Context: an optimization exercise on an open-source flow, tuned for small area, a short achievable clock period and few clock cycles per item. The choices shown serve that exercise and are no tape-out recipe. The RTL was checked by simulation tests, not by an equivalence proof against the original design.

===== design/flow/config.mk =====
export PLATFORM = sky130hd
export DESIGN_NAME = dit_fft_8
export DESIGN_NICKNAME = dit_fft_8
export VERILOG_FILES = /design/flow/design.v
export SDC_FILE = /design/flow/constraint.sdc
export NUM_CORES = 4
export LEC_CHECK = 0
export ABC_AREA = 1
export CAP_MARGIN = 20
export CORE_MARGIN = 2
export CORE_UTILIZATION = 40
export SLEW_MARGIN = 20

===== design/flow/constraint.sdc =====
create_clock -name core_clock -period 11.0 [get_ports {clk}]
set_input_delay 2.2000 -clock core_clock [delete_from_list [all_inputs] [get_ports {clk}]]
set_output_delay 2.2000 -clock core_clock [all_outputs]
set_load 0.01 [all_outputs]

===== design/flow/design.v =====
package dit_fft_8_pkg;
    localparam int W    = 16;    
    localparam int FRAC = 8;     
    localparam int TW   = 181;   
    localparam int IW   = 20;
    typedef logic signed [IW-1:0] work_t;
    typedef logic        [W-1:0]  sample_t;
    typedef enum logic [2:0] {IDLE, LOAD, S1, S2, S3, DONE} state_t;
    typedef enum logic [1:0] {TW_W0, TW_W1, TW_W2, TW_W3} tw_sel_t;
    function automatic logic [2:0] bit_rev(input logic [2:0] i);
        bit_rev = {i[0], i[1], i[2]};
    endfunction
    function automatic work_t sm_to_tc(input sample_t sm);
        work_t mag;
        mag = work_t'({{(IW-W+1){1'b0}}, sm[W-2:0]});
        sm_to_tc = sm[W-1] ? -mag : mag;
    endfunction
    function automatic sample_t tc_to_sm(input work_t v);
        logic [IW-1:0] mag;
        mag = v[IW-1] ? -v : v;
        if (|mag[IW-1:W-1])
            tc_to_sm = {v[IW-1], {(W-1){1'b1}}};
        else
            tc_to_sm = {v[IW-1], mag[W-2:0]};
    endfunction
endpackage
module fft_tw_prod (
    input  logic signed [17:0] b,
    output logic        [19:0] uh,
    output logic        [19:0] vh,
    output logic               c
);
    logic [27:0] t7, t5, t4, t2, t0, s1, k1, s2, k2, u, v;
    logic [8:0]  lo;
    assign t0 = {{10{b[17]}}, b};
    assign t2 = t0 << 2;
    assign t4 = t0 << 4;
    assign t5 = t0 << 5;
    assign t7 = t0 << 7;
    assign s1 = t7 ^ t5 ^ t4;
    assign k1 = ((t7 & t5) | (t7 & t4) | (t5 & t4)) << 1;
    assign s2 = s1 ^ k1 ^ t2;
    assign k2 = ((s1 & k1) | (s1 & t2) | (k1 & t2)) << 1;
    assign u  = s2 ^ k2 ^ t0;
    assign v  = ((s2 & k2) | (s2 & t0) | (k2 & t0)) << 1;
    assign lo = {1'b0, u[7:0]} + {1'b0, v[7:0]};
    assign uh = u[27:8];
    assign vh = v[27:8];
    assign c  = lo[8];
endmodule
module fft_tw_sum (
    input  logic [19:0] x,
    input  logic [19:0] y,
    input  logic [19:0] z,
    input  logic [19:0] w,
    input  logic        ca,
    input  logic        cb,
    output logic [19:0] s,
    output logic [19:0] k
);
    logic [19:0] s1, k1;
    assign s1 = x ^ y ^ z;
    assign k1 = {((x[18:0] & y[18:0]) | (x[18:0] & z[18:0]) | (y[18:0] & z[18:0])), ca};
    assign s  = s1 ^ k1 ^ w;
    assign k  = {((s1[18:0] & k1[18:0]) | (s1[18:0] & w[18:0]) | (k1[18:0] & w[18:0])), cb};
endmodule
module dit_fft_8 (
    input  logic         clk,
    input  logic         RST_N,
    input  logic         write,
    input  logic         start,
    input  logic [dit_fft_8_pkg::W-1:0] in0_r, in1_r, in2_r, in3_r, in4_r, in5_r, in6_r, in7_r,
    input  logic [dit_fft_8_pkg::W-1:0] in0_i, in1_i, in2_i, in3_i, in4_i, in5_i, in6_i, in7_i,
    output logic [dit_fft_8_pkg::W-1:0] out0_r, out1_r, out2_r, out3_r, out4_r, out5_r, out6_r, out7_r,
    output logic [dit_fft_8_pkg::W-1:0] out0_i, out1_i, out2_i, out3_i, out4_i, out5_i, out6_i, out7_i,
    output logic         ready
);
    logic                    start_q, launch, busy;
    logic [7:0][15:0]        in_r, in_i, res_r, res_i;
    logic [7:0][15:0]        yp_r, yp_i;      
    logic [7:0]              sg_r, sg_i;      
    logic [7:0]              ng_r, ng_i;      
    logic [7:0][17:0]        b_r, b_i;        
    logic [7:0][17:0]        frm_r, frm_i;    
    logic [7:0][19:0]        x_r, x_i;        
    logic [7:0][19:0]        res_tr, res_ti;  
    assign in_r = {in7_r, in6_r, in5_r, in4_r, in3_r, in2_r, in1_r, in0_r};
    assign in_i = {in7_i, in6_i, in5_i, in4_i, in3_i, in2_i, in1_i, in0_i};
    assign {out7_r, out6_r, out5_r, out4_r, out3_r, out2_r, out1_r, out0_r} = res_r;
    assign {out7_i, out6_i, out5_i, out4_i, out3_i, out2_i, out1_i, out0_i} = res_i;
    assign launch = start & ~start_q;
    always_ff @(posedge clk or posedge RST_N) begin
        if (RST_N) start_q <= 1'b0;
        else       start_q <= start;
    end
    always_comb begin
        for (int n = 0; n < 8; n++) begin
            sg_r[n] = in_r[n][15];
            sg_i[n] = in_i[n][15];
            ng_r[n] = ~in_r[n][15];
            ng_i[n] = ~in_i[n][15];
            yp_r[n] = {in_r[n][15], in_r[n][14:0] ^ {15{in_r[n][15]}}};
            yp_i[n] = {in_i[n][15], in_i[n][14:0] ^ {15{in_i[n][15]}}};
        end
    end
    function automatic logic [17:0] add4(input logic [17:0] w1, input logic [17:0] w2,
                                         input logic [17:0] w3, input logic [17:0] w4,
                                         input logic e1, input logic e2, input logic e3);
        logic [17:0] s1, k1, s2, k2;
        logic [18:0] t;
        s1 = w1 ^ w2 ^ w3;
        k1 = {((w1[16:0] & w2[16:0]) | (w1[16:0] & w3[16:0]) | (w2[16:0] & w3[16:0])), e1};
        s2 = s1 ^ k1 ^ w4;
        k2 = {((s1[16:0] & k1[16:0]) | (s1[16:0] & w4[16:0]) | (k1[16:0] & w4[16:0])), e2};
        t  = {s2, 1'b1} + {k2, e3};
        add4 = t[18:1];
    endfunction
    for (genvar g = 0; g < 2; g++) begin : g_s12
        localparam int NA = g, NB = g + 4, NC = g + 2, ND = g + 6;
        logic [17:0] pa_r, pb_r, pc_r, pa_i, pb_i, pc_i;
        logic [17:0] nb_r, nc_r, nb_i, nc_i;
        logic [17:0] md_r, md_i, gd_r, gd_i, xd_r, xd_i, nd_r, nd_i;
        assign pa_r = {{2{yp_r[NA][15]}}, yp_r[NA]};
        assign pb_r = {{2{yp_r[NB][15]}}, yp_r[NB]};  assign nb_r = ~pb_r;
        assign pc_r = {{2{yp_r[NC][15]}}, yp_r[NC]};  assign nc_r = ~pc_r;
        assign pa_i = {{2{yp_i[NA][15]}}, yp_i[NA]};
        assign pb_i = {{2{yp_i[NB][15]}}, yp_i[NB]};  assign nb_i = ~pb_i;
        assign pc_i = {{2{yp_i[NC][15]}}, yp_i[NC]};  assign nc_i = ~pc_i;
        assign md_r = {3'b000, in_r[ND][14:0]};
        assign md_i = {3'b000, in_i[ND][14:0]};
        assign gd_r = ~md_r + 18'd1;
        assign gd_i = ~md_i + 18'd1;
        assign xd_r = sg_r[ND] ? gd_r : md_r;  assign nd_r = sg_r[ND] ? md_r : gd_r;
        assign xd_i = sg_i[ND] ? gd_i : md_i;  assign nd_i = sg_i[ND] ? md_i : gd_i;
        assign b_r[4*g+0] = add4(pa_r, pb_r, pc_r, xd_r, sg_r[NA], sg_r[NB], sg_r[NC]);
        assign b_i[4*g+0] = add4(pa_i, pb_i, pc_i, xd_i, sg_i[NA], sg_i[NB], sg_i[NC]);
        assign b_r[4*g+2] = add4(pa_r, pb_r, nc_r, nd_r, sg_r[NA], sg_r[NB], ng_r[NC]);
        assign b_i[4*g+2] = add4(pa_i, pb_i, nc_i, nd_i, sg_i[NA], sg_i[NB], ng_i[NC]);
        assign b_r[4*g+1] = add4(pa_r, nb_r, pc_i, nd_i, sg_r[NA], ng_r[NB], sg_i[NC]);
        assign b_i[4*g+1] = add4(pa_i, nb_i, nc_r, xd_r, sg_i[NA], ng_i[NB], ng_r[NC]);
        assign b_r[4*g+3] = add4(pa_r, nb_r, nc_i, xd_i, sg_r[NA], ng_r[NB], ng_i[NC]);
        assign b_i[4*g+3] = add4(pa_i, nb_i, pc_r, nd_r, sg_i[NA], ng_i[NB], sg_r[NC]);
    end
    always_ff @(posedge clk or posedge RST_N) begin
        if (RST_N) begin
            frm_r <= '0;
            frm_i <= '0;
        end else if (write) begin
            frm_r <= b_r;
            frm_i <= b_i;
        end
    end
    logic signed [17:0] f0r, f0i, f2r, f2i, f4r, f4i, f6r, f6i;
    assign f0r = frm_r[0];  assign f0i = frm_i[0];
    assign f2r = frm_r[2];  assign f2i = frm_i[2];
    assign f4r = frm_r[4];  assign f4i = frm_i[4];
    assign f6r = frm_r[6];  assign f6i = frm_i[6];
    assign x_r[0] = 20'(f0r + f4r);  assign x_i[0] = 20'(f0i + f4i);
    assign x_r[4] = 20'(f0r - f4r);  assign x_i[4] = 20'(f0i - f4i);
    assign x_r[2] = 20'(f2r + f6i);  assign x_i[2] = 20'(f2i - f6r);
    assign x_r[6] = 20'(f2r - f6i);  assign x_i[6] = 20'(f2i + f6r);
    logic [19:0] u5r, v5r, u5i, v5i, u7r, v7r, u7i, v7i;
    logic        c5r, c5i, c7r, c7i;
    fft_tw_prod u_p5r (.b(frm_r[5]), .uh(u5r), .vh(v5r), .c(c5r));
    fft_tw_prod u_p5i (.b(frm_i[5]), .uh(u5i), .vh(v5i), .c(c5i));
    fft_tw_prod u_p7r (.b(frm_r[7]), .uh(u7r), .vh(v7r), .c(c7r));
    fft_tw_prod u_p7i (.b(frm_i[7]), .uh(u7i), .vh(v7i), .c(c7i));
    logic [19:0] s5s, k5s, s5d, k5d, s7s, k7s, s7d, k7d;
    fft_tw_sum u_t5s (.x(u5r), .y(v5r), .z(u5i), .w(v5i), .ca(1'b0), .cb(1'b0), .s(s5s), .k(k5s));
    fft_tw_sum u_t5d (.x(~u5r), .y(~v5r), .z(u5i), .w(v5i), .ca(1'b1), .cb(1'b0), .s(s5d), .k(k5d));
    fft_tw_sum u_t7s (.x(u7r), .y(v7r), .z(u7i), .w(v7i), .ca(1'b0), .cb(1'b0), .s(s7s), .k(k7s));
    fft_tw_sum u_t7d (.x(~u7r), .y(~v7r), .z(u7i), .w(v7i), .ca(1'b1), .cb(1'b0), .s(s7d), .k(k7d));
    function automatic logic [19:0] fin(input logic [19:0] a, input logic [19:0] s,
                                        input logic [19:0] k, input logic sub,
                                        input logic e1, input logic e2);
        logic [19:0] ws, wk, fs, fk;
        logic [20:0] t;
        ws = sub ? ~s : s;
        wk = sub ? ~k : k;
        fs = a ^ ws ^ wk;
        fk = {((a[18:0] & ws[18:0]) | (a[18:0] & wk[18:0]) | (ws[18:0] & wk[18:0])), sub ? ~e1 : e1};
        t  = {fs, 1'b1} + {fk, sub ? ~e2 : e2};
        fin = t[20:1];
    endfunction
    logic signed [19:0] f1r, f1i, f3r, f3i;
    assign f1r = {{2{frm_r[1][17]}}, frm_r[1]};  assign f1i = {{2{frm_i[1][17]}}, frm_i[1]};
    assign f3r = {{2{frm_r[3][17]}}, frm_r[3]};  assign f3i = {{2{frm_i[3][17]}}, frm_i[3]};
    assign x_r[1] = fin(f1r, s5s, k5s, 1'b0, c5r, c5i);
    assign x_r[5] = fin(f1r, s5s, k5s, 1'b1, c5r, c5i);
    assign x_i[1] = fin(f1i, s5d, k5d, 1'b0, c5i, ~c5r);
    assign x_i[5] = fin(f1i, s5d, k5d, 1'b1, c5i, ~c5r);
    assign x_r[3] = fin(f3r, s7d, k7d, 1'b0, c7i, ~c7r);
    assign x_r[7] = fin(f3r, s7d, k7d, 1'b1, c7i, ~c7r);
    assign x_i[3] = fin(f3i, s7s, k7s, 1'b1, c7r, c7i);
    assign x_i[7] = fin(f3i, s7s, k7s, 1'b0, c7r, c7i);
    always_ff @(posedge clk) begin
        res_tr <= x_r;
        res_ti <= x_i;
    end
    function automatic logic [15:0] sm_out(input logic [19:0] v);
        logic        s, sat;
        logic [14:0] orp;
        s      = v[19];
        orp    = {v[13:0], 1'b0};
        for (int l = 1; l < 16; l = l * 2)
            for (int i = 14; i >= 0; i--)
                if ((i & l) != 0) orp[i] = orp[i] | orp[(i & ~(2 * l - 1)) + l - 1];
        sat    = (v[19:15] != {5{s}}) | (s & ~(orp[14] | v[14]));
        sm_out = {s, (v[14:0] ^ ({15{s}} & orp)) | {15{sat}}};
    endfunction
    always_comb begin
        for (int i = 0; i < 8; i++) begin
            res_r[i] = sm_out(res_tr[i]);
            res_i[i] = sm_out(res_ti[i]);
        end
    end
    always_ff @(posedge clk or posedge RST_N) begin
        if (RST_N) begin
            busy  <= 1'b0;
            ready <= 1'b0;
        end else begin
            busy  <= launch;
            if (busy)                  ready <= 1'b1;
            else if (launch || write)  ready <= 1'b0;
        end
    end
endmodule

===== design/flow/flow/run.sh =====
#!/bin/bash
# The standard layout, except that the port buffers are buf_2 cells rather than the cell
# buffer_ports picks by default (a clkdlybuf4s50_1 delay cell), and timing repair aims at a
# setup slack of 5.75 ns. The make run's full output goes to flow_make.log here; ORFS keeps each
# step's own log under orfs/logs/.
set -euo pipefail
export BUFFER_PORTS_ARGS="-buffer_cell sky130_fd_sc_hd__buf_2"
export SETUP_SLACK_MARGIN=5.75
bash standard.sh > flow_make.log 2>&1

===== design/flow/standard.sh =====
#!/bin/bash
# synth_recipe.tcl (not shown) runs the flow's synth.tcl, then flattens the netlist and writes it again
# the make line also repeats each setting of config.mk as NAME=value (left out here)
make -C /OpenROAD-flow-scripts/flow DESIGN_CONFIG=/design/flow/config.mk WORK_HOME=/design/flow/orfs CLKGATE_MAP_FILE= SYNTH_SCRIPT=/design/flow/synth_recipe.tcl "${@:-finish}"

==> flow_metrics.tcl, run 1 <==
set metrics [dict create \
    outcome "timing/DRC/antenna clean" \
    ant_nets 0 \
    place_congestion 1.07 \
    ys.warnings.count 1 \
    hold_buffers 0 \
    wl_per_cell_um 20.9 \
    grt_pass1_vias 78800 \
    setup_viol 0 \
    stdcell_area_sq_um 103000 \
    min_path_type "reg2reg" \
    critPathCaptureType "register" \
    synthesis.instances 12500 \
    maxCapViolCount 0 \
    placed_area_sq_um 95300 \
    clk_pin_slew_ps 60 \
    fmax_mhz 190 \
    die_w_um 474 \
    ys_seq_area_share_pct 15.1 \
    synth_area_sq_um 88400 \
    insertion_delay_ps 740 \
    drive_gt1_share_pct 13.7 \
    critPathMaxFanout 11 \
    die_h_um 474 \
    io_pins 517 \
    grt_pass1_wl_mm 491 \
    synth_ff_type "dfxtp_1" \
    tightestPinTransition_ps 996 \
    avgSynthCellArea_sq_um 7.08 \
    startpoint_type "primary input" \
    io_buffers 516 \
    cts_made_buffers 74 \
    drc_errors 0 \
    final_util_pct 46.7 \
    path_cells "buf_2, buf_12, buf_12, xnor2_4, inv_1, fa_1, fa_1, inv_1, ha_1, nand2_1, nand2_1, nand2_1, and2_1, nand3_1, or2_2, nand3_1, nand2_1" \
    crit_top_cell "nand2_1" \
    ys_ff_latch 596 \
    clockBufferDepth 3 \
    final_max_slew_viol_count 0 \
    grtUsageTotal_pct 29.0 \
    fill_cells 22500 \
    num_vias 83000 \
    async_reset_ff_share_pct 48.8 \
    cts_root_buf "clkbuf_16" \
    drt_iter0_drc 6874 \
    synth_nets 14300 \
    ys_types 57 \
    slew_headroom_pct 33.6 \
    critPathKind "in2reg" \
    cpMaxStageDelayCell "fa_1" \
    tns_ps 0 \
    antenna_found_initial 23 \
    hold_viol 0 \
    gr-total-overflow 0 \
    cts_tree "done" \
    viasPerCell 5.16 \
    required_ps 11590 \
    max_stage_delay_ps 510 \
    die_area_sq_um 225000 \
    firstDrtPassIters 8 \
    rsz0062_at_grt "yes" \
    start_util_pct 40.2 \
    synth-edff-count 0 \
    syn2layout_area_growth_pct 16.1 \
    final.setup_skew_ps 34.6 \
    finalWirelength_mm 335 \
    min_period_over_period_pct 47.7 \
    clkSinkCount 596 \
    cts-htree-levels 3 \
    core_area_sq_um 220000 \
    final_nets 14900 \
    row_count 172 \
    grt_max_degree 157 \
    place_hpwl_mm 286 \
    min_period_ps 5250 \
    critPathArrivalTime_ps 5840 \
]
-- cell type report --
class | count | area [sq um] | share of cell area, %
multi-input combinational | 9429 | 69900 | 68.1
sequential | 596 | 13500 | 13.1
inverter | 2240 | 8480 | 8.26
timing repair buffer | 705 | 4540 | 4.42
tap | 2958 | 3700 | 3.60
clock buffer | 103 | 2180 | 2.12
clock inverter | 35 | 400 | 0.390
timing repair inverter | 2 | 15.0 | 0.0146
antenna | 2 | 5.00 | 0.00487
-- cells in the final DEF (no fill, tap or decap), types with 62 or more instances in the layout --
master     instances
buf_4            160
xnor2_4          101
dfrtp_1          241
inv_1           2146
xnor2_2           76
buf_2            503
dfxtp_1          305
nand3_1          960
o21ai_0          383
ha_2              79
a21oi_1          542
inv_2             75
nand2_1         3022
clkbuf_16         92
xor2_1           358
o21ai_1          141
o21a_1            76
nor3_1           106
nor2_1           897
o21bai_1          87
a21oi_2           62
fa_1             837
or2_2            128
ha_1             591
a21o_1            77
nand3b_1          73
xnor2_1          155
nand4_1          130
-- timing repair --
item                                    in CTS  in global routing
resized for setup                          164                629
pin swaps                                    4                 72
buffers inserted                            17                112
cloned                                       1                 14
endpoints found under the setup margin     296                312
-- routing by layer --
metal | track usage (%) | vias up | routed length (um)
met5 | 0 | - | 236
met4 | 11.9 | 32 | 16000
li1 | - | 40200 | -
met3 | 4.29 | 516 | 24700
met2 | 45.6 | 2803 | 147000
met1 | 39.8 | 39400 | 147000
-- logic make-up (layout without fill, tap and decap cells) --
kind of cell / count (synthesis) / in the layout / share of synthesized area (%)
AND/OR/NAND/NOR: 5578 / 5578 / 27.1
buffers and inverters: 2464 / 3085 / 10.8
adder cells (fa/ha/maj): 1602 / 1602 / 30.2
AO/OA/AOI/OAI: 1542 / 1542 / 9.75
XOR/XNOR: 703 / 703 / 6.96
flip-flops: 596 / 596 / 15.1
multiplexers: 4 / 4 / 0.0509
other: 0 / 2 / 0
-- sequential cells by signal, indices dropped and copies added, names as in the netlist --
register / count
busy: 1
frm_i: 144
frm_r: 144
ready: 1
res_ti: 153
res_tr: 152
start_q: 1
-- path summary, 6_finish.rpt --
path | from | cells after the start | end | slack, ps
setup reg to reg | frm_r[139]$_DFFE_PP0P_ | 18 | res_tr[159]$_DFF_P_ | 5840
setup / recovery | in4_i[15] | 17 | frm_i[27]$_DFFE_PP0P_ | 5750
hold / removal | start_q$_DFF_PP0_ | 1 | busy$_DFF_PP0_ | 420
hold reg to reg | start_q$_DFF_PP0_ | 1 | busy$_DFF_PP0_ | 420
min in group asynchronous | RST_N | 2 | frm_r[40]$_DFFE_PP0P_ | 1560
max in group asynchronous | RST_N | 4 | frm_i[134]$_DFFE_PP0P_ | 7540
-- stage by stage --
step | setup WS [ps] | hold WS, ps | cells
CTS | 5750 | 413 | 15900
detailed placement | 4470 | 435 | 15800
finish | 5750 | 417 | 16100
global placement | 4430 | 420 | 15800
global route | 5630 | 447 | 16100
floorplan | 4940 | 387 | 12500
-- critical path, delay by kind of cell --
family	cells	cell delay, ps
xor+xnor	1	260
fa+ha+maj	3	1380
buf+inv	5	730
simple gates	8	1230
-- cells in the mapped netlist (all sizes together) (5+ instances only) --
library cell	number	area (sq um)
o31ai	24	180
a21boi	9	67.6
nor3	135	800
a31oi	35	219
clkbuf	97	364
nand2	3061	11500
a21o	77	578
xnor2	332	2910
ha	710	8880
inv	2240	8410
nand3b	73	548
buf	127	741
o21a	78	586
or2	150	938
nand4	130	813
xor2	371	3250
nand3	1019	5320
nor4	27	169
and2	12	75.1
a21oi	609	3050
a22oi	5	37.5
fa	888	17800
o22ai	25	156
o21ai	569	2890
dfxtp	305	6110
o2111ai	9	78.8
nor2	963	3770
o21bai	87	653
dfrtp	291	7280
Testbench counts, summed over its fixed seeds: cycles 1,920, items 960.
==> run 2, diff against run 1 <==
--- a/design/flow/design.v
+++ b/design/flow/design.v
@@ -117,29 +117,29 @@
     endfunction
     for (genvar g = 0; g < 2; g++) begin : g_s12
         localparam int NA = g, NB = g + 4, NC = g + 2, ND = g + 6;
-        logic [17:0] pa_r, pb_r, pc_r, pa_i, pb_i, pc_i;
-        logic [17:0] nb_r, nc_r, nb_i, nc_i;
-        logic [17:0] md_r, md_i, gd_r, gd_i, xd_r, xd_i, nd_r, nd_i;
-        assign pa_r = {{2{yp_r[NA][15]}}, yp_r[NA]};
+        logic [17:0] pb_r, pc_r, pd_r, pb_i, pc_i, pd_i;
+        logic [17:0] nb_r, nc_r, nd_r, nb_i, nc_i, nd_i;
+        logic [17:0] ma_r, ma_i, ga_r, ga_i, xa_r, xa_i;
         assign pb_r = {{2{yp_r[NB][15]}}, yp_r[NB]};  assign nb_r = ~pb_r;
         assign pc_r = {{2{yp_r[NC][15]}}, yp_r[NC]};  assign nc_r = ~pc_r;
-        assign pa_i = {{2{yp_i[NA][15]}}, yp_i[NA]};
+        assign pd_r = {{2{yp_r[ND][15]}}, yp_r[ND]};  assign nd_r = ~pd_r;
         assign pb_i = {{2{yp_i[NB][15]}}, yp_i[NB]};  assign nb_i = ~pb_i;
         assign pc_i = {{2{yp_i[NC][15]}}, yp_i[NC]};  assign nc_i = ~pc_i;
-        assign md_r = {3'b000, in_r[ND][14:0]};
-        assign md_i = {3'b000, in_i[ND][14:0]};
-        assign gd_r = ~md_r + 18'd1;
-        assign gd_i = ~md_i + 18'd1;
-        assign xd_r = sg_r[ND] ? gd_r : md_r;  assign nd_r = sg_r[ND] ? md_r : gd_r;
-        assign xd_i = sg_i[ND] ? gd_i : md_i;  assign nd_i = sg_i[ND] ? md_i : gd_i;
-        assign b_r[4*g+0] = add4(pa_r, pb_r, pc_r, xd_r, sg_r[NA], sg_r[NB], sg_r[NC]);
-        assign b_i[4*g+0] = add4(pa_i, pb_i, pc_i, xd_i, sg_i[NA], sg_i[NB], sg_i[NC]);
-        assign b_r[4*g+2] = add4(pa_r, pb_r, nc_r, nd_r, sg_r[NA], sg_r[NB], ng_r[NC]);
-        assign b_i[4*g+2] = add4(pa_i, pb_i, nc_i, nd_i, sg_i[NA], sg_i[NB], ng_i[NC]);
-        assign b_r[4*g+1] = add4(pa_r, nb_r, pc_i, nd_i, sg_r[NA], ng_r[NB], sg_i[NC]);
-        assign b_i[4*g+1] = add4(pa_i, nb_i, nc_r, xd_r, sg_i[NA], ng_i[NB], ng_r[NC]);
-        assign b_r[4*g+3] = add4(pa_r, nb_r, nc_i, xd_i, sg_r[NA], ng_r[NB], ng_i[NC]);
-        assign b_i[4*g+3] = add4(pa_i, nb_i, pc_r, nd_r, sg_i[NA], ng_i[NB], sg_r[NC]);
+        assign pd_i = {{2{yp_i[ND][15]}}, yp_i[ND]};  assign nd_i = ~pd_i;
+        assign ma_r = {3'b000, in_r[NA][14:0]};
+        assign ma_i = {3'b000, in_i[NA][14:0]};
+        assign ga_r = ~ma_r + 18'd1;
+        assign ga_i = ~ma_i + 18'd1;
+        assign xa_r = sg_r[NA] ? ga_r : ma_r;
+        assign xa_i = sg_i[NA] ? ga_i : ma_i;
+        assign b_r[4*g+0] = add4(pb_r, pc_r, pd_r, xa_r, sg_r[NB], sg_r[NC], sg_r[ND]);
+        assign b_i[4*g+0] = add4(pb_i, pc_i, pd_i, xa_i, sg_i[NB], sg_i[NC], sg_i[ND]);
+        assign b_r[4*g+2] = add4(pb_r, nc_r, nd_r, xa_r, sg_r[NB], ng_r[NC], ng_r[ND]);
+        assign b_i[4*g+2] = add4(pb_i, nc_i, nd_i, xa_i, sg_i[NB], ng_i[NC], ng_i[ND]);
+        assign b_r[4*g+1] = add4(nb_r, pc_i, nd_i, xa_r, ng_r[NB], sg_i[NC], ng_i[ND]);
+        assign b_i[4*g+1] = add4(nb_i, nc_r, pd_r, xa_i, ng_i[NB], ng_r[NC], sg_r[ND]);
+        assign b_r[4*g+3] = add4(nb_r, nc_i, pd_i, xa_r, ng_r[NB], ng_i[NC], sg_i[ND]);
+        assign b_i[4*g+3] = add4(nb_i, pc_r, nd_r, xa_i, ng_i[NB], sg_r[NC], ng_r[ND]);
     end
     always_ff @(posedge clk or posedge RST_N) begin
         if (RST_N) begin
==> design/flow/flow/run.sh (replaced) <==
#!/bin/bash
# The standard layout, except that the port buffers are buf_2 cells rather than the cell
# buffer_ports picks by default (a clkdlybuf4s50_1 delay cell), and timing repair aims at a
# setup slack of 5.5 ns. The make run's full output goes to flow_make.log here; ORFS keeps each
# step's own log under orfs/logs/.
set -euo pipefail
export BUFFER_PORTS_ARGS="-buffer_cell sky130_fd_sc_hd__buf_2"
export SETUP_SLACK_MARGIN=5.5
bash standard.sh > flow_make.log 2>&1
==> flow_metrics.tcl, run 2 <==
set metrics [dict create \
    io_buffers 516 \
    synth_top_area_share_pct 20.4 \
    core_area_sq_um 217000 \
    antenna_found_initial 14 \
    insertion_delay_ps 750 \
    gr-total-overflow 0 \
    startpoint_type "primary input" \
    viasPerCell 5.20 \
    cts-htree-levels 3 \
    final_max_slew_viol_count 0 \
    mostFrequentLayoutCells "nand2_1 (2938), inv_1 (2147), nand3_1 (943)" \
    critPathArrivalTime_ps 6150 \
    syn2layout_area_growth_pct 12.2 \
    path_buf_inv 4 \
    final_nets 14600 \
    die_area_sq_um 222000 \
    clockBufferDepth 3 \
    min_period_over_period_pct 50.0 \
    placed_cells 15400 \
    stdcell_count 15600 \
    tightestPinTransition_ps 998 \
    die_w_um 471 \
    row_count 171 \
    start_util_pct 40.2 \
    critPathCaptureType "register" \
    ys_seq_area_share_pct 15.3 \
    reg2regPathDepth 22 \
    grt_pass1_wl_mm 483 \
    num_vias 81200 \
    min_path_type "reg2reg" \
    die_h_um 471 \
    min-delay-start "start_q$_DFF_PP0_" \
    path_cells "buf_2, clkbuf_8, xnor2_2, inv_1, fa_1, fa_1, inv_1, ha_1, nand2_1, nor2_1, nand3_1, nand3_1, nand2_1, nand3b_1, nand3_1, nand2_1" \
    drc_errors 0 \
    ys_ff_latch 595 \
    drive_gt1_share_pct 10.6 \
    synth_nets 14100 \
    grt_max_degree 158 \
    ys_types 57 \
    fmax_mhz 182 \
    setup_viol 0 \
    slew_headroom_pct 33.3 \
    avgSynthCellArea_sq_um 7.15 \
    drt_iter0_drc 7450 \
    min_period_ps 5500 \
    cts_tree "done" \
    synthTopCellsByArea "fa_1 (20%), nand2_1 (13%), ha_1 (10%)" \
    critical_path.top_delay_family "adder cells" \
    grt_pass1_vias 77600 \
    clk_pin_slew_ps 60 \
    clkSinkCount 595 \
    hold-worst-slack_ps 411 \
    r2r_end "res_tr[78]$_DFF_P_" \
    async_reset_ff_share_pct 48.9 \
    rsz0062_at_grt "yes" \
    final.setup_skew_ps 62.1 \
    critPathKind "in2reg" \
    ant_nets 0 \
    critPathMaxFanout 22 \
    synth_ff_type "dfxtp_1" \
    synth-edff-count 0 \
    worst_slack_ps 5500 \
    reg2reg_from "frm_r[131]$_DFFE_PP0P_" \
    yosysMostFrequentCell "nand2_1" \
    cp.depth 16 \
    tns_ps 0 \
    place_hpwl_mm 278 \
    place_congestion 1.04 \
    hold_end "busy$_DFF_PP0_" \
    synth_common_cells "nand2_1 (2963), inv_1 (2164), nand3_1 (945)" \
    hold_depth 1 \
    finalWirelength_mm 323 \
    ys.warnings.count 1 \
    wl_per_cell_um 20.7 \
    grtUsageTotal_pct 28.6 \
    ff2ff_setup_slack_ps 5520 \
    hold_buffers 0 \
    largestRegisters "res_ti x152, res_tr x152" \
    cts_made_buffers 76 \
    yosys.area.top_type "fa_1" \
    hold_viol 0 \
    outcome "timing/DRC/antenna clean" \
    io_pins 517 \
    cpMaxStageDelayCell "fa_1" \
    max_stage_delay_ps 610 \
    cts_root_buf "clkbuf_16" \
    firstDrtPassIters 6 \
    synthesis.instances 12200 \
    synth_area_sq_um 87300 \
    final_common_cell "nand2_1" \
    maxCapViolCount 0 \
    place_ws_ps 4620 \
    required_ps 11650 \
]
==> run 2: how the worst max path moves through the flow <==
stage                                 startpoint                      to
final                                  in2_i[15]   frm_i[49]$_DFFE_PP0P_
after global routing      frm_r[131]$_DFFE_PP0P_      res_tr[74]$_DFF_P_
after CTS                 frm_i[131]$_DFFE_PP0P_     res_tr[151]$_DFF_P_
after detailed placement                in0_r[0]   frm_r[35]$_DFFE_PP0P_
after global placement                  in1_i[0]  frm_i[143]$_DFFE_PP0P_
after floorplan                            RST_N          busy$_DFF_PP0_
==> run 2: repair_timing <==
item,4_1_cts,5_1_grt
pin swaps,4,42
resized for setup,45,372
buffers inserted,3,57
endpoints found under the setup margin,94,256
==> run 2: worst reg2reg max path: cells and delay by family (launching register included) <==
family	cells	cell delay (ps)
buf+inv	5	370
simple gates	10	1400
flops	1	460
fa+ha+maj	6	2970
xor+xnor	1	160
==> run 2: final cells by class <==
cell class | instances | area, sq um
Multi-Input combinational cell | 9214 | 66700
Antenna cell | 7 | 17.5
Fill cell | 22400 | 119000
Inverter | 2204 | 8320
Sequential cell | 595 | 13400
Timing Repair Buffer | 612 | 3400
Tap cell | 2854 | 3570
Clock buffer | 101 | 2150
Clock inverter | 38 | 438
==> run 2: kinds of logic (layout without fill, tap and decap cells) <==
family,count (synthesis),count (layout),synth area share [%]
AO/OA/AOI/OAI,1462,1462,9.32
buffers and inverters,2406,2955,10.6
other,0,7,0
flip-flops,595,595,15.3
adder cells (fa/ha/maj),1605,1605,30.6
AND/OR/NAND/NOR,5434,5434,26.9
multiplexers,4,4,0.0516
XOR/XNOR,709,709,7.11
==> run 2: stage by stage <==
| step | util (%) | instance area (sq um) |
|---|---|---|
| after floorplan | - | 87300 |
| after global placement | 42.7 | 92800 |
| after detailed placement | 42.7 | 92800 |
| after CTS | 44.0 | 95600 |
| after global routing | 45.1 | 98000 |
| final | 45.1 | 98000 |
==> run 2: per-layer routing <==
metal	track usage (%)	wire length, um	vias to the layer above
met5	0.368	148	-
met4	7.81	9350	6
met3	5.69	27700	389
met2	43.8	140000	2971
met1	40.7	146000	38700
li1	-	-	39100
Testbench counts of run 2, summed over its fixed seeds: cycles 1,920, items 960.

==> re-timing with driven ports <==
The flow's constraints put no driver on any port. The routed layouts listed below were extracted and timed again, unchanged, in two steps.
Step 1, drivers: a clkbuf_16 drives clk and a buf_2 each remaining input, both assumed.
Step 2 moves the port delays by t, midway between the first and last clock arrival at a register: inputs arrive t later, outputs are due t later. That takes back most of the time a late clock gives input paths.
Slacks: ideal / step 1 / step 2; pairs: ideal / step 1.
run | t (ns) | setup WS [ns] | latest minus earliest clock arrival (ns) | cell pins on the clock port's net
run 1 | 0.816 | 5.749 / 5.824 / 5.008 | 0.051 / 0.051 | 1
run 2 | 0.801 | 5.499 / 5.506 / 4.704 | 0.068 / 0.067 | 1
After both steps every run listed still meets setup and hold. For run 2, which loses most, drivers alone change the setup slack by +0.007 ns; drivers and shift together by -0.795 ns.
